This is an optimization exercise on Yosys and OpenROAD, whose aim is small area, a short achievable clock period and few clock cycles, not a production implementation. Power figures rest on the tool's default switching activity, not on a simulated workload.

Setup of v6:
==> flow/design.v <==
`default_nettype none
package scaler_pkg;
    localparam int SRC_WIDTH  = 160;
    localparam int SRC_HEIGHT = 120;
    localparam int SCALE = 2;
    localparam int READ_LATENCY = 2;
    typedef logic [18:0] addr_t;
    typedef logic [7:0]  pixel_t;
    typedef enum logic [3:0] {
        MODE_REPLICATE = 4'd0,
        MODE_DECIMATE  = 4'd1,
        MODE_AVERAGE   = 4'd3,
        MODE_COPY      = 4'd4
    } mode_t;
endpackage
`default_nettype wire
`timescale 1ns/1ps
`default_nettype none
module image_scaler (
    input  logic        clk,
    input  logic        reset,
    input  logic [3:0]  mode,
    output logic [18:0] rom_addr,
    input  logic [7:0]  rom_data,
    output logic [18:0] ram_wraddr,
    output logic [7:0]  ram_data,
    output logic        ram_wren,
    output logic        done
);
    logic rep, dec, avg, copy;
    logic m_rep, m_dec, m_avg, m_copy;
    logic hold, hr;
    assign m_rep  = (mode == 4'd0);
    assign m_dec  = (mode == 4'd1);
    assign m_avg  = (mode == 4'd3);
    assign m_copy = (mode == 4'd4);
    assign hold = (m_rep & rep) | (m_dec & dec) | (m_avg & avg) | (m_copy & copy);
    function automatic logic [3:0] step_of(input logic f_rep, input logic f_dec,
                                           input logic f_avg, input logic f_copy,
                                           input logic [1:0] f_sub, input logic f_rowend,
                                           input logic f_ry);
        logic up, dn, e1, e2;
        up = (f_dec & f_rowend) | (f_avg & ((f_sub == 2'd0) | ((f_sub == 2'd3) & f_rowend)));
        dn = (f_rep & f_sub[0] & f_rowend & ~f_ry) | (f_avg & (f_sub == 2'd2));
        e2 = f_dec;
        e1 = f_copy | (f_rep & f_sub[0]) | (f_avg & f_sub[0]);
        step_of = {up, dn, e2, e1};
    endfunction
    logic        run;
    logic [14:0] A;
    logic [1:0]  sub;      
    logic [2:0]  xh;       
    logic        ry;       
    logic        rowend;   
    logic        last;     
    logic [3:0]  step;     
    logic        rd, go, prelast, rowend_n, ry_n;
    logic [5:0]  lo;
    logic [10:0] hi;
    assign rd   = hr & run;
    assign go   = rd & ~last;
    assign prelast = (copy & (A == 15'd19198))
                   | ((avg | (rep & ry & ~sub[0])) & (A == 15'd19199))
                   | (dec & (A == 15'd19036));
    assign rowend_n = ~rowend & (xh == 3'd4)
                    & ((((rep & ~sub[0]) | (avg & (sub == 2'd2))) & (A[4:0] == 5'd31))
                       | (dec & (A[4:0] == 5'd28)));
    assign ry_n     = ry ^ rowend;
    assign lo = {1'b0, A[4:0]} + {4'd0, dec, step[0]};
    logic z4, cy;
    assign cy = z4 & (dec | (step[0] & A[0]));
    assign hi = {A[14:5], 1'b1} + {{7{step[2]}}, step[3], step[2], step[3] | step[2], cy};
    always_ff @(posedge clk) begin
        A      <= go ? {hi[10:1], lo[4:0]} : 15'd0;
        z4     <= go & (&lo[4:1]);
        sub    <= go ? sub + 2'd1 : 2'd0;
        xh     <= (go & ~rowend) ? xh + {2'd0, cy} : 3'd0;
        ry     <= go & ry_n;
        rowend <= go & rowend_n;
        step   <= hr ? step_of(rep, dec, avg, copy, sub + 2'd1, rowend_n, ry_n)
                     : step_of(rep, dec, avg, copy, 2'd0, 1'b0, 1'b0);
    end
    logic        rw1, rw2;
    logic [7:0]  P;
    logic [9:0]  acc;
    logic [16:0] W;
    always_ff @(posedge clk or negedge reset) begin
        if (!reset) begin
            hr   <= 1'b0;
            ram_wren <= 1'b0;
            done <= 1'b0;
        end else begin
            hr   <= hold;
            ram_wren <= hold & rw2;
            done <= hold & (done | (hr & ~run & rw2 & ~rw1));
        end
    end
    always_ff @(posedge clk) begin
        rep  <= m_rep;
        dec  <= m_dec;
        avg  <= m_avg;
        copy <= m_copy;
        run  <= hr ? (run & ~last) : (rep | dec | avg | copy);
        last <= go & prelast;
        rw1  <= rd & (~avg | (sub == 2'd3));
        rw2  <= hold & hr & rw1;
    end
    always_ff @(posedge clk) begin
        P   <= rom_data;
        acc <= (avg & (sub != 2'd2)) ? acc + {2'b00, P} : (avg ? {2'b00, P} : {P, 2'b00});
        W   <= hr ? W + {16'd0, ram_wren} : 17'd0;
    end
    assign rom_addr   = {4'd0, A};
    assign ram_wraddr = {2'd0, W};
    assign ram_data   = acc[9:2];
endmodule
`default_nettype wire
export LEC_CHECK = 0
export CAP_MARGIN = 20
export CORE_MARGIN = 2
export CORE_UTILIZATION = 40
export SETUP_SLACK_MARGIN = 3.0
export SLEW_MARGIN = 20
create_clock -name core_clock -period 5.0 [get_ports {clk}]
standard.sh (not shown) runs the stock make flow with config.mk's settings and CLKGATE_MAP_FILE= SYNTH_SCRIPT=/design/flow/synth_recipe.tcl, a recipe that flattens the netlist after the stock synthesis.
==> flow/flow/run.sh <==
#!/bin/bash
# The standard layout (standard.sh, unchanged synthesis), with plain buffers
# instead of delay cells on the ports, and no dummy loads in the clock tree.
# Full make output in standard.log.
bash standard.sh BUFFER_PORTS_ARGS="-buffer_cell sky130_fd_sc_hd__buf_2" \
  CTS_ARGS="-sink_clustering_enable -repair_clock_nets -dont_use_dummy_load" finish > standard.log 2>&1
v6: PASS, flow complete, no timing, DRC or antenna violations
Setup changes, v6 to v7
--- a/flow/design.v
+++ b/flow/design.v
@@ -78,38 +78,35 @@
         ry     <= go & ry_n;
         rowend <= go & rowend_n;
         step   <= hr ? step_of(rep, dec, avg, copy, sub + 2'd1, rowend_n, ry_n)
                      : step_of(rep, dec, avg, copy, 2'd0, 1'b0, 1'b0);
     end
-    logic        rw1, rw2;
-    logic [7:0]  P;
+    logic        rw2;
     logic [9:0]  acc;
     logic [16:0] W;
     always_ff @(posedge clk or negedge reset) begin
         if (!reset) begin
             hr   <= 1'b0;
             ram_wren <= 1'b0;
             done <= 1'b0;
         end else begin
             hr   <= hold;
             ram_wren <= hold & rw2;
-            done <= hold & (done | (hr & ~run & rw2 & ~rw1));
+            done <= hold & (done | (hr & ~run & rw2));
         end
     end
     always_ff @(posedge clk) begin
         rep  <= m_rep;
         dec  <= m_dec;
         avg  <= m_avg;
         copy <= m_copy;
         run  <= hr ? (run & ~last) : (rep | dec | avg | copy);
         last <= go & prelast;
-        rw1  <= rd & (~avg | (sub == 2'd3));
-        rw2  <= hold & hr & rw1;
+        rw2  <= hold & rd & (~avg | (sub == 2'd3));
     end
     always_ff @(posedge clk) begin
-        P   <= rom_data;
-        acc <= (avg & (sub != 2'd2)) ? acc + {2'b00, P} : (avg ? {2'b00, P} : {P, 2'b00});
+        acc <= (avg & (sub != 2'd1)) ? acc + {2'b00, rom_data} : (avg ? {2'b00, rom_data} : {rom_data, 2'b00});
         W   <= hr ? W + {16'd0, ram_wren} : 17'd0;
     end
     assign rom_addr   = {4'd0, A};
     assign ram_wraddr = {2'd0, W};
     assign ram_data   = acc[9:2];
==> comparison <==
No stage failed in v7, and the final checks on the layout all came back clean.
For the xor-xnor portion of the synthesized cell area, v7 came in 0.88 points lower than v6 did.
Taking v6 as the reference point, the met2 layer wire length in the routed design of v7 rises by 12%.
The total routed wirelength number comes out lower for v6 vs v7.
Non-clock buffer count: lower on v6
Looking at largest voltage drop on the vdd net across v7 and v6, the one that comes out lower is v7.
Relative to v6, setup slack has gone down in v7.
v7 vs. v6: total power shows a reduction of 0.000063 W, core utilization of the finished layout went up.
Taking v6 over v7, the multi-input combinational gate total ratio works out to 1.06.
Synthesized cell count | v7 below v6
Fmax of v7 falls short of that of v6 by more than 10%.
Relative to v6, v7 improves combined area of all synthesized cells.
What v7 reported for routed length per instance has to be multiplied by 0.885 to get the figure for v6.
[v7] transition time of the tightest slew-check pin rose 100 ps relative to v6
No functional check of the RTL was part of any run of this note.

[separate check: timing with driven ports]
How much do the figures lean on ideal ports? The routed layouts below were timed once more, with nothing changed but the port constraints. Step 1 assumes that a clkbuf_16 drives the clock port and a buf_2 every other input. Step 2 also shifts input and output timing later by t, the mid clock arrival at the registers, as if the neighbouring blocks saw the same clock. Three values: no drivers, after step 1, after step 2; two values: the first two.
run	t (ns)	slack for setup (ns)	hold slack, ns	worst data-port slew with drivers (ns)
v6	0.360	3.032 / 3.003 / 2.913	0.439 / 0.437 / 0.439	0.03
v7	0.366	2.760 / 2.752 / 2.386	0.456 / 0.458 / 0.458	0.06
After both steps every run listed still meets setup and hold. For v7, which loses most, drivers alone change the setup slack by -0.008 ns; drivers and shift together by -0.374 ns.
